Background: an optimization exercise with open tools, aiming at small area, a short achievable clock period and few clock cycles per item. Do not read the settings as production practice. RTL that was checked went through simulation tests only; none was proved equivalent to the original. Power and IR drop assume default switching activity.

rev 12:
==> module audio_rd_dma, before the edit <==
module audio_rd_dma #(
    parameter int              ID_W        = 4,
    parameter logic [ID_W-1:0] AXI_ID      = 1,
    parameter int              BURST_BEATS = 8,
    parameter int              FIFO_DEPTH  = 32
) (
    input  logic            gclk,
    input  logic            gresetn,
    input  logic            cfg_start,
    input  logic            cfg_stop,
    input  logic [31:0]     cfg_base,
    input  logic [15:0]     cfg_words,
    input  logic            cfg_loop,
    output logic            busy,
    output logic            done,
    output logic            err,
    output logic [ID_W-1:0] aid,
    output logic [31:0]     aaddr,
    output logic            avalid,
    output logic            awrite,
    output logic [3:0]      alen,
    output logic [2:0]      asize,
    output logic [1:0]      aburst,
    input  logic            aready,
    input  logic [ID_W-1:0] rid,
    input  logic [63:0]     rdata,
    input  logic            rlast,
    input  logic            rvalid,
    output logic            rready,
    output logic [63:0]     smp_data,
    output logic            smp_valid,
    input  logic            smp_ready
);
    localparam logic [1:0] MAX_OUT = 2'd3;
    logic [25:0] aaddr_r;      
    logic [12:0] whi_r;        
    logic [2:0]  llen_r;       
    logic [12:0] rem_r;        
    logic        full_s;       
    logic        lastq_r;      
    logic        loop_r;
    logic        busy_r, done_r, err_r, stop_r, avalid_r;
    logic        prd_r;        
    logic [1:0]  oc_r;         
    logic [2:0]  db_r;         
    logic        start_s, stop_now_s, acc_s, act_s, beat_s, id_ok_s;
    logic        last_burst_s, last_exp_s, cmp_s;
    logic        nat_end_s, stop_end_s, restart_s, adv_s;
    logic [12:0] addr_b_s;
    logic        addr_ci_s;
    logic [14:0] lo_sum_s;
    logic [12:0] hi_nxt_s;
    logic        hi_fix_r;     
    logic [12:0] rem_nxt_s;
    assign full_s     = (llen_r == 3'd7);
    assign start_s    = cfg_start & ~busy_r;
    assign stop_now_s = busy_r & (cfg_stop | stop_r);
    assign acc_s      = avalid_r & aready;
    assign act_s      = (oc_r != 2'd0);
    assign id_ok_s    = (rid == AXI_ID);
    assign beat_s     = rvalid & smp_ready & act_s;
    assign last_burst_s = prd_r & (oc_r == 2'd1);
    assign last_exp_s   = (db_r == 3'd7) | (last_burst_s & (db_r == llen_r));
    assign cmp_s        = beat_s & last_exp_s;
    assign nat_end_s  = cmp_s & last_burst_s & ~loop_r;
    assign stop_end_s = stop_now_s & ~avalid_r & (oc_r == 2'd0);
    assign restart_s  = busy_r & prd_r & loop_r & (oc_r == 2'd0);
    assign addr_b_s  = prd_r ? ~whi_r : 13'd0;
    assign addr_ci_s = prd_r ? full_s : 1'b1;
    assign lo_sum_s  = {1'b0, aaddr_r[12:0], 1'b1} + {1'b0, addr_b_s, addr_ci_s};
    assign hi_nxt_s  = hi_fix_r ? aaddr_r[25:13] - 13'd1 : aaddr_r[25:13] + 13'd1;
    assign rem_nxt_s = prd_r ? whi_r : rem_r - 13'd1;
    assign adv_s     = acc_s | restart_s;
    always_ff @(posedge gclk or negedge gresetn) begin
        if (!gresetn) begin
            busy_r   <= 1'b0;
            done_r   <= 1'b0;
            err_r    <= 1'b0;
            stop_r   <= 1'b0;
            avalid_r <= 1'b0;
            prd_r    <= 1'b0;
            oc_r     <= 2'd0;
            db_r     <= 3'd0;
            hi_fix_r <= 1'b0;
        end else begin
            hi_fix_r <= restart_s & ~lo_sum_s[14];
            case ({acc_s, cmp_s})
                2'b10:   oc_r <= oc_r + 2'd1;
                2'b01:   oc_r <= oc_r - 2'd1;
                default: oc_r <= oc_r;
            endcase
            stop_r <= ~start_s & (stop_r | cfg_stop);
            if (start_s) begin
                busy_r   <= (cfg_words != 16'd0);
                done_r   <= (cfg_words == 16'd0);
                err_r    <= 1'b0;
                avalid_r <= (cfg_words != 16'd0);
                prd_r    <= 1'b0;
            end else begin
                busy_r <= busy_r & ~nat_end_s & ~stop_end_s;
                done_r <= nat_end_s & ~stop_now_s;
                if (beat_s & (~id_ok_s | (rlast != last_exp_s))) begin
                    err_r <= 1'b1;
                end
                if (avalid_r) begin
                    avalid_r <= ~aready;
                end else begin
                    avalid_r <= busy_r & ~stop_now_s & ~prd_r & (oc_r != MAX_OUT);
                end
                if (acc_s & lastq_r) begin
                    prd_r <= 1'b1;
                end else if (restart_s) begin
                    prd_r <= 1'b0;
                end
            end
            if (beat_s) begin
                db_r <= last_exp_s ? 3'd0 : db_r + 3'd1;
            end
        end
    end
    always_ff @(posedge gclk) begin
        if (start_s) begin
            aaddr_r <= cfg_base[31:6];
            whi_r   <= cfg_words[15:3];
            llen_r  <= cfg_words[2:0] - 3'd1;
            rem_r   <= cfg_words[15:3];
            lastq_r <= (cfg_words[15:3] == {12'd0, (cfg_words[2:0] == 3'd0)});
            loop_r  <= cfg_loop;
        end else if (adv_s) begin
            aaddr_r[12:0] <= lo_sum_s[13:1];
            if (~prd_r & (&aaddr_r[12:0])) begin
                aaddr_r[25:13] <= hi_nxt_s;
            end
            rem_r   <= rem_nxt_s;
            lastq_r <= (rem_nxt_s == {12'd0, full_s});
        end else if (hi_fix_r) begin
            aaddr_r[25:13] <= hi_nxt_s;
        end
    end
    assign busy      = busy_r;
    assign done      = done_r;
    assign err       = err_r;
    assign aid       = AXI_ID;
    assign aaddr     = {aaddr_r, 6'd0};
    assign avalid    = avalid_r;
    assign awrite    = 1'b0;
    assign alen      = lastq_r ? {1'b0, llen_r} : 4'd7;
    assign asize     = aud_dma_pkg::AXI_SIZE_64;
    assign aburst    = aud_dma_pkg::AXI_BURST_INCR;
    assign rready    = smp_ready & act_s;
    assign smp_data  = rdata;
    assign smp_valid = rvalid & id_ok_s & act_s;
endmodule
==> flow/config.mk <==
export PLATFORM = sky130hd
export DESIGN_NAME = audio_rd_dma
export DESIGN_NICKNAME = audio_rd_dma
export VERILOG_FILES = /design/flow/design.v
export SDC_FILE = /design/flow/constraint.sdc
export NUM_CORES = 4
export LEC_CHECK = 0
export CAP_MARGIN = 20
export CORE_MARGIN = 2
export CORE_UTILIZATION = 60
export SETUP_SLACK_MARGIN = 2.5
export SLEW_MARGIN = 20
==> flow/constraint.sdc <==
create_clock -name core_clock -period 5.5 [get_ports {gclk}]
set_input_delay 1.1000 -clock core_clock [delete_from_list [all_inputs] [get_ports {gclk}]]
set_output_delay 1.1000 -clock core_clock [all_outputs]
set_load 0.01 [all_outputs]
standard.sh (not shown) runs the stock make flow with config.mk's settings and CLKGATE_MAP_FILE= SYNTH_SCRIPT=/design/flow/synth_recipe.tcl, a recipe that flattens the netlist after the stock synthesis.
==> flow/flow/run.sh <==
#!/bin/bash
# Layout with the standard.sh (ORFS), with two changes:
#  - synthesis runs flow/my_synth.tcl: synth_recipe.tcl's steps (same Yosys
#    synth -nofsm -noshare, flatten and renaming), except that the ABC call
#    uses flow/abc_map.script and no adder map; registers are mapped exactly
#    as in the standard synthesis;
#  - extra ORFS settings passed as make variables (see below).
# Each tool's output goes to standard.log (ORFS keeps per-step logs in orfs/logs).
set -euo pipefail
export MY_ABC_SCRIPT=$PWD/flow/abc_map.script MY_ABC_NOD=1
bash standard.sh SYNTH_SCRIPT=$PWD/flow/my_synth.tcl ADDER_MAP_FILE= SKIP_REPAIR_TIE_FANOUT=1 BUFFER_PORTS_ARGS="-buffer_cell sky130_fd_sc_hd__buf_1" CTS_ARGS="-sink_clustering_enable -repair_clock_nets -dont_use_dummy_load -buf_list sky130_fd_sc_hd__clkbuf_8" finish > standard.log 2>&1
==> flow/flow/abc_map.script <==
&get -n; &st; &dch; &nf -D 1500; &put
==> flow/flow/my_synth.tcl <==
proc synth {args} { yosys synth -nofsm -noshare {*}$args }
# Map with a custom ABC script instead of the speed script.
proc abc {args} {
  set i [lsearch -exact $args -script]
  if {$i >= 0 && [info exists ::env(MY_ABC_SCRIPT)]} { lset args [expr {$i+1}] $::env(MY_ABC_SCRIPT) }
  if {[info exists ::env(MY_ABC_D)]} { set j [lsearch -exact $args -D]; if {$j>=0} {lset args [expr {$j+1}] $::env(MY_ABC_D)} }
  if {[info exists ::env(MY_ABC_NOSCRIPT)]} { set i [lsearch -exact $args -script]; set args [lreplace $args $i [expr {$i+1}]] }
  if {[info exists ::env(MY_ABC_NOD)]} { set j [lsearch -exact $args -D]; if {$j>=0} {set args [lreplace $args $j [expr {$j+1}]]} }
  puts "MYABC: $args"
  yosys abc {*}$args
}
source $::env(SCRIPTS_DIR)/synth.tcl
# left out here: clear keep_hierarchy, flatten, clean up, hide names made inside functions, write 1_2_yosys.v
No stage failed in rev 12, and the final checks on the layout all came back clean.
diff inputs: rev 12 => rev 13
diff --git a/flow/design.v b/flow/design.v
--- a/flow/design.v
+++ b/flow/design.v
@@ -46,13 +46,13 @@
 );
     localparam logic [1:0] MAX_OUT = 2'd3;
     logic [25:0] aaddr_r;      
     logic [12:0] whi_r;        
     logic [2:0]  llen_r;       
     logic [12:0] rem_r;        
-    logic        full_s;       
+    logic        full_r;       
     logic        lastq_r;      
     logic        loop_r;
     logic        busy_r, done_r, err_r, stop_r, avalid_r;
     logic        prd_r;        
     logic [1:0]  oc_r;         
     logic [2:0]  db_r;         
@@ -62,13 +62,12 @@
     logic [12:0] addr_b_s;
     logic        addr_ci_s;
     logic [14:0] lo_sum_s;
     logic [12:0] hi_nxt_s;
     logic        hi_fix_r;     
     logic [12:0] rem_nxt_s;
-    assign full_s     = (llen_r == 3'd7);
     assign start_s    = cfg_start & ~busy_r;
     assign stop_now_s = busy_r & (cfg_stop | stop_r);
     assign acc_s      = avalid_r & aready;
     assign act_s      = (oc_r != 2'd0);
     assign id_ok_s    = (rid == AXI_ID);
     assign beat_s     = rvalid & smp_ready & act_s;
@@ -76,13 +75,13 @@
     assign last_exp_s   = (db_r == 3'd7) | (last_burst_s & (db_r == llen_r));
     assign cmp_s        = beat_s & last_exp_s;
     assign nat_end_s  = cmp_s & last_burst_s & ~loop_r;
     assign stop_end_s = stop_now_s & ~avalid_r & (oc_r == 2'd0);
     assign restart_s  = busy_r & prd_r & loop_r & (oc_r == 2'd0);
     assign addr_b_s  = prd_r ? ~whi_r : 13'd0;
-    assign addr_ci_s = prd_r ? full_s : 1'b1;
+    assign addr_ci_s = prd_r ? full_r : 1'b1;
     assign lo_sum_s  = {1'b0, aaddr_r[12:0], 1'b1} + {1'b0, addr_b_s, addr_ci_s};
     assign hi_nxt_s  = hi_fix_r ? aaddr_r[25:13] - 13'd1 : aaddr_r[25:13] + 13'd1;
     assign rem_nxt_s = prd_r ? whi_r : rem_r - 13'd1;
     assign adv_s     = acc_s | restart_s;
     always_ff @(posedge gclk or negedge gresetn) begin
         if (!gresetn) begin
@@ -133,22 +132,23 @@
     end
     always_ff @(posedge gclk) begin
         if (start_s) begin
             aaddr_r <= cfg_base[31:6];
             whi_r   <= cfg_words[15:3];
             llen_r  <= cfg_words[2:0] - 3'd1;
+            full_r  <= (cfg_words[2:0] == 3'd0);
             rem_r   <= cfg_words[15:3];
             lastq_r <= (cfg_words[15:3] == {12'd0, (cfg_words[2:0] == 3'd0)});
             loop_r  <= cfg_loop;
         end else if (adv_s) begin
             aaddr_r[12:0] <= lo_sum_s[13:1];
             if (~prd_r & (&aaddr_r[12:0])) begin
                 aaddr_r[25:13] <= hi_nxt_s;
             end
             rem_r   <= rem_nxt_s;
-            lastq_r <= (rem_nxt_s == {12'd0, full_s});
+            lastq_r <= (rem_nxt_s == {12'd0, full_r});
         end else if (hi_fix_r) begin
             aaddr_r[25:13] <= hi_nxt_s;
         end
     end
     assign busy      = busy_r;
     assign done      = done_r;
## What came out
As far as data required time at the worst endpoint is concerned, rev 13 and rev 12 perform about the same.
Rev 13 finished all stages; the layout is clean.
Comparing rev 13 and rev 12, the higher share of cell area taken by multi-input logic gates is on rev 12.
The global-route wire length before repair in rev 13 was lower than what rev 12 gave.
Between rev 13 and rev 12, the difference in final instance area is negligible.
Lower overall routing resource usage among rev 13 and rev 12: rev 13
Going from rev 12 to rev 13, number of distinct library cells after synthesis saw an increase, post-route non-filler standard cell count dropped 7.
Post-placement cell area: rev 12 vs rev 13, no meaningful difference
Diff rev 12 -> rev 13: core occupancy in the finished layout closely matched the old numbers; fraction of standard cell area that is sequential increased by 0.70 points relative to the old numbers; portion of total power attributed to sequential cells increased by 0.8 points relative to the old numbers; maximum frequency closely matched the old numbers; signed area change from the synthesized netlist to the final layout closely matched the old numbers.
Clock distribution power in rev 13 is about 2% above rev 12.
Testbench counts of rev 13, summed over its fixed seeds: cycles 12,335, items 9,450.
The RTL of rev 12 was laid out without a check of its function.

---

## delta
audio_rd_dma, a different RTL version from the one above (not shown whole).
Size in the first run: roughly 69 flip-flops, about 240 I/O pins, about 4700 um2 of cells after synthesis.
==> module audio_rd_dma, before the edit <==
module audio_rd_dma #(
    parameter int              ID_W        = 4,
    parameter logic [ID_W-1:0] AXI_ID      = 1,
    parameter int              BURST_BEATS = 8,
    parameter int              FIFO_DEPTH  = 32
) (
    input  logic            gclk,
    input  logic            gresetn,
    input  logic            cfg_start,
    input  logic            cfg_stop,
    input  logic [31:0]     cfg_base,
    input  logic [15:0]     cfg_words,
    input  logic            cfg_loop,
    output logic            busy,
    output logic            done,
    output logic            err,
    output logic [ID_W-1:0] aid,
    output logic [31:0]     aaddr,
    output logic            avalid,
    output logic            awrite,
    output logic [3:0]      alen,
    output logic [2:0]      asize,
    output logic [1:0]      aburst,
    input  logic            aready,
    input  logic [ID_W-1:0] rid,
    input  logic [63:0]     rdata,
    input  logic            rlast,
    input  logic            rvalid,
    output logic            rready,
    output logic [63:0]     smp_data,
    output logic            smp_valid,
    input  logic            smp_ready
);
    localparam logic [1:0] MAX_OUT = 2'd3;
    logic [25:0] aaddr_r;      
    logic [12:0] whi_r;        
    logic [2:0]  llen_r;       
    logic [12:0] rem_r;        
    logic        full_r;       
    logic        lastq_r;      
    logic        loop_r;
    logic        busy_r, done_r, err_r, stop_r, avalid_r;
    logic        prd_r;        
    logic [1:0]  oc_r;         
    logic [2:0]  db_r;         
    logic        start_s, stop_now_s, acc_s, act_s, beat_s, id_ok_s;
    logic        last_burst_s, last_exp_s, cmp_s;
    logic        nat_end_s, stop_end_s, restart_s, adv_s;
    logic [12:0] addr_b_s;
    logic        addr_ci_s;
    logic [13:0] lo_sum_s;
    logic [12:0] hi_inc_s, hi_dec_s, hi_nxt_s;
    logic [12:0] rem_nxt_s;
    assign start_s    = cfg_start & ~busy_r;
    assign stop_now_s = busy_r & (cfg_stop | stop_r);
    assign acc_s      = avalid_r & aready;
    assign act_s      = (oc_r != 2'd0);
    assign id_ok_s    = (rid == AXI_ID);
    assign beat_s     = rvalid & smp_ready & act_s;
    assign last_burst_s = prd_r & (oc_r == 2'd1);
    assign last_exp_s   = (db_r == 3'd7) | (last_burst_s & (db_r == llen_r));
    assign cmp_s        = beat_s & last_exp_s;
    assign nat_end_s  = cmp_s & last_burst_s & ~loop_r;
    assign stop_end_s = stop_now_s & ~avalid_r & (oc_r == 2'd0);
    assign restart_s  = prd_r & loop_r & ~stop_now_s & (oc_r == 2'd0);
    assign addr_b_s  = prd_r ? ~whi_r : 13'd0;
    assign addr_ci_s = prd_r ? full_r : 1'b1;
    assign lo_sum_s  = {1'b0, aaddr_r[12:0]} + {1'b0, addr_b_s} + {13'd0, addr_ci_s};
    assign hi_inc_s  = aaddr_r[25:13] + 13'd1;
    assign hi_dec_s  = aaddr_r[25:13] - 13'd1;
    always_comb begin
        case ({prd_r, lo_sum_s[13]})
            2'b01:   hi_nxt_s = hi_inc_s;
            2'b10:   hi_nxt_s = hi_dec_s;
            default: hi_nxt_s = aaddr_r[25:13];
        endcase
    end
    assign rem_nxt_s = prd_r ? whi_r : rem_r - 13'd1;
    assign adv_s     = acc_s | restart_s;
    always_ff @(posedge gclk or negedge gresetn) begin
        if (!gresetn) begin
            busy_r   <= 1'b0;
            done_r   <= 1'b0;
            err_r    <= 1'b0;
            stop_r   <= 1'b0;
            avalid_r <= 1'b0;
            prd_r    <= 1'b0;
            oc_r     <= 2'd0;
            db_r     <= 3'd0;
        end else begin
            case ({acc_s, cmp_s})
                2'b10:   oc_r <= oc_r + 2'd1;
                2'b01:   oc_r <= oc_r - 2'd1;
                default: oc_r <= oc_r;
            endcase
            stop_r <= ~start_s & (stop_r | cfg_stop);
            if (start_s) begin
                busy_r   <= (cfg_words != 16'd0);
                done_r   <= (cfg_words == 16'd0);
                err_r    <= 1'b0;
                avalid_r <= (cfg_words != 16'd0);
                prd_r    <= 1'b0;
            end else begin
                busy_r <= busy_r & ~nat_end_s & ~stop_end_s;
                done_r <= nat_end_s & ~stop_now_s;
                if (beat_s & (~id_ok_s | (rlast != last_exp_s))) begin
                    err_r <= 1'b1;
                end
                if (avalid_r) begin
                    avalid_r <= ~aready;
                end else begin
                    avalid_r <= busy_r & ~stop_now_s & ~prd_r & (oc_r != MAX_OUT);
                end
                if (acc_s & lastq_r) begin
                    prd_r <= 1'b1;
                end else if (restart_s) begin
                    prd_r <= 1'b0;
                end
            end
            if (beat_s) begin
                db_r <= last_exp_s ? 3'd0 : db_r + 3'd1;
            end
        end
    end
    always_ff @(posedge gclk) begin
        if (start_s) begin
            aaddr_r <= cfg_base[31:6];
            whi_r   <= cfg_words[15:3];
            llen_r  <= cfg_words[2:0] - 3'd1;
            full_r  <= (cfg_words[2:0] == 3'd0);
            rem_r   <= cfg_words[15:3];
            lastq_r <= (cfg_words[15:3] == {12'd0, (cfg_words[2:0] == 3'd0)});
            loop_r  <= cfg_loop;
        end else if (adv_s) begin
            aaddr_r <= {hi_nxt_s, lo_sum_s[12:0]};
            rem_r   <= rem_nxt_s;
            lastq_r <= (rem_nxt_s == {12'd0, full_r});
        end
    end
    assign busy      = busy_r;
    assign done      = done_r;
    assign err       = err_r;
    assign aid       = AXI_ID;
    assign aaddr     = {aaddr_r, 6'd0};
    assign avalid    = avalid_r;
    assign awrite    = 1'b0;
    assign alen      = lastq_r ? {1'b0, llen_r} : 4'd7;
    assign asize     = aud_dma_pkg::AXI_SIZE_64;
    assign aburst    = aud_dma_pkg::AXI_BURST_INCR;
    assign rready    = smp_ready & act_s;
    assign smp_data  = rdata;
    assign smp_valid = rvalid & id_ok_s & act_s;
endmodule
export LEC_CHECK = 0
export CAP_MARGIN = 20
export CORE_MARGIN = 2
export CORE_UTILIZATION = 60
export SETUP_SLACK_MARGIN = 2.5
export SLEW_MARGIN = 20
create_clock -name core_clock -period 5.5 [get_ports {gclk}]
==> flow/flow/run.sh <==
#!/bin/bash
# Layout with the standard.sh (ORFS), with two changes:
#  - synthesis runs flow/my_synth.tcl: synth_recipe.tcl's steps, except that
#    the ABC mapping uses Yosys's default ABC script with a delay target
#    (registers are mapped exactly as in the standard synthesis);
#  - extra ORFS settings passed as make variables (see below).
# Each tool's output goes to standard.log (ORFS keeps per-step logs in orfs/logs).
set -euo pipefail
export MY_ABC_NOSCRIPT=1 MY_ABC_D=3000
bash standard.sh SYNTH_SCRIPT=$PWD/flow/my_synth.tcl ADDER_MAP_FILE= BUFFER_PORTS_ARGS="-buffer_cell sky130_fd_sc_hd__buf_1" finish > standard.log 2>&1
Scripts as last shown in full above: flow/flow/my_synth.tcl
[delta] flow finished | final checks: failed | reasons: setup timing
diff inputs: delta => epsilon
-- flow/design.v --
<<< delta, line 62
    logic [12:0] addr_b_s;
    logic        addr_ci_s;
    logic [13:0] lo_sum_s;
    logic [12:0] hi_inc_s, hi_dec_s, hi_nxt_s;
    logic [12:0] rem_nxt_s;
>>> epsilon, line 62
    logic [12:0] addr_b_s;
    logic        addr_ci_s;
    logic [14:0] lo_sum_s;
    logic [12:0] hi_inc_s, hi_dec_s, hi_nxt_s;
    logic [12:0] rem_nxt_s;
<<< delta, line 79
    assign addr_b_s  = prd_r ? ~whi_r : 13'd0;
    assign addr_ci_s = prd_r ? full_r : 1'b1;
    assign lo_sum_s  = {1'b0, aaddr_r[12:0]} + {1'b0, addr_b_s} + {13'd0, addr_ci_s};
    assign hi_inc_s  = aaddr_r[25:13] + 13'd1;
    assign hi_dec_s  = aaddr_r[25:13] - 13'd1;
    always_comb begin
        case ({prd_r, lo_sum_s[13]})
            2'b01:   hi_nxt_s = hi_inc_s;
            2'b10:   hi_nxt_s = hi_dec_s;
>>> epsilon, line 79
    assign addr_b_s  = prd_r ? ~whi_r : 13'd0;
    assign addr_ci_s = prd_r ? full_r : 1'b1;
    assign lo_sum_s  = {1'b0, aaddr_r[12:0], 1'b1} + {1'b0, addr_b_s, addr_ci_s};
    assign hi_inc_s  = aaddr_r[25:13] + 13'd1;
    assign hi_dec_s  = aaddr_r[25:13] - 13'd1;
    always_comb begin
        case ({prd_r, lo_sum_s[14]})
            2'b01:   hi_nxt_s = hi_inc_s;
            2'b10:   hi_nxt_s = hi_dec_s;
<<< delta, line 146
            loop_r  <= cfg_loop;
        end else if (adv_s) begin
            aaddr_r <= {hi_nxt_s, lo_sum_s[12:0]};
            rem_r   <= rem_nxt_s;
            lastq_r <= (rem_nxt_s == {12'd0, full_r});
>>> epsilon, line 146
            loop_r  <= cfg_loop;
        end else if (adv_s) begin
            aaddr_r <= {hi_nxt_s, lo_sum_s[13:1]};
            rem_r   <= rem_nxt_s;
            lastq_r <= (rem_nxt_s == {12'd0, full_r});
Results
Summary — met2 track demand over resource, epsilon relative to delta: lower, by 1.0 points. epsilon improves on delta in worst hold slack. epsilon finished end to end and its layout was clean on timing, DRC and antenna. Diff delta -> epsilon: cell count went down; fmax went up; switching power as a share of total power went up.
No run of this note included a check of the RTL's function; only the layout flow was run.

==> re-timing with driven ports <==
In the flow no input, the clock included, has a driving cell. The finished layouts below were timed again as built, in two steps.
Step 1 sets driving cells, clkbuf_16 on the clock port and buf_2 on the other inputs (assumed; they add their load-dependent delay and slew).
Step 2 moves the port delays by t, midway between the first and last clock arrival at a register: inputs arrive t later, outputs are due t later. That takes back most of the time a late clock gives input paths.
Three values: ideal ports, drivers, drivers and shift; two values: the first two.
run | shift t [ns] | setup slack, ns | worst hold slack (ns) | worst register clock-pin slew, ns | worst data-port slew with drivers (ns)
rev 12 | 0.364 | 2.592 / 2.571 / 2.238 | 0.503 / 0.503 / 0.503 | 0.08 / 0.08 | 0.13
rev 13 | 0.359 | 2.593 / 2.571 / 2.490 | 0.518 / 0.518 / 0.518 | 0.08 / 0.08 | 0.10
delta | 0.386 | -0.245 / -0.245 / -0.245 | 0.511 / 0.511 / 0.511 | 0.08 / 0.08 | 0.09
epsilon | 0.363 | 1.152 / 1.152 / 1.152 | 0.519 / 0.519 / 0.519 | 0.08 / 0.08 | 0.09
The setup slack of rev 12, which loses most, moves by -0.021 ns with the drivers and by -0.354 ns with both steps.
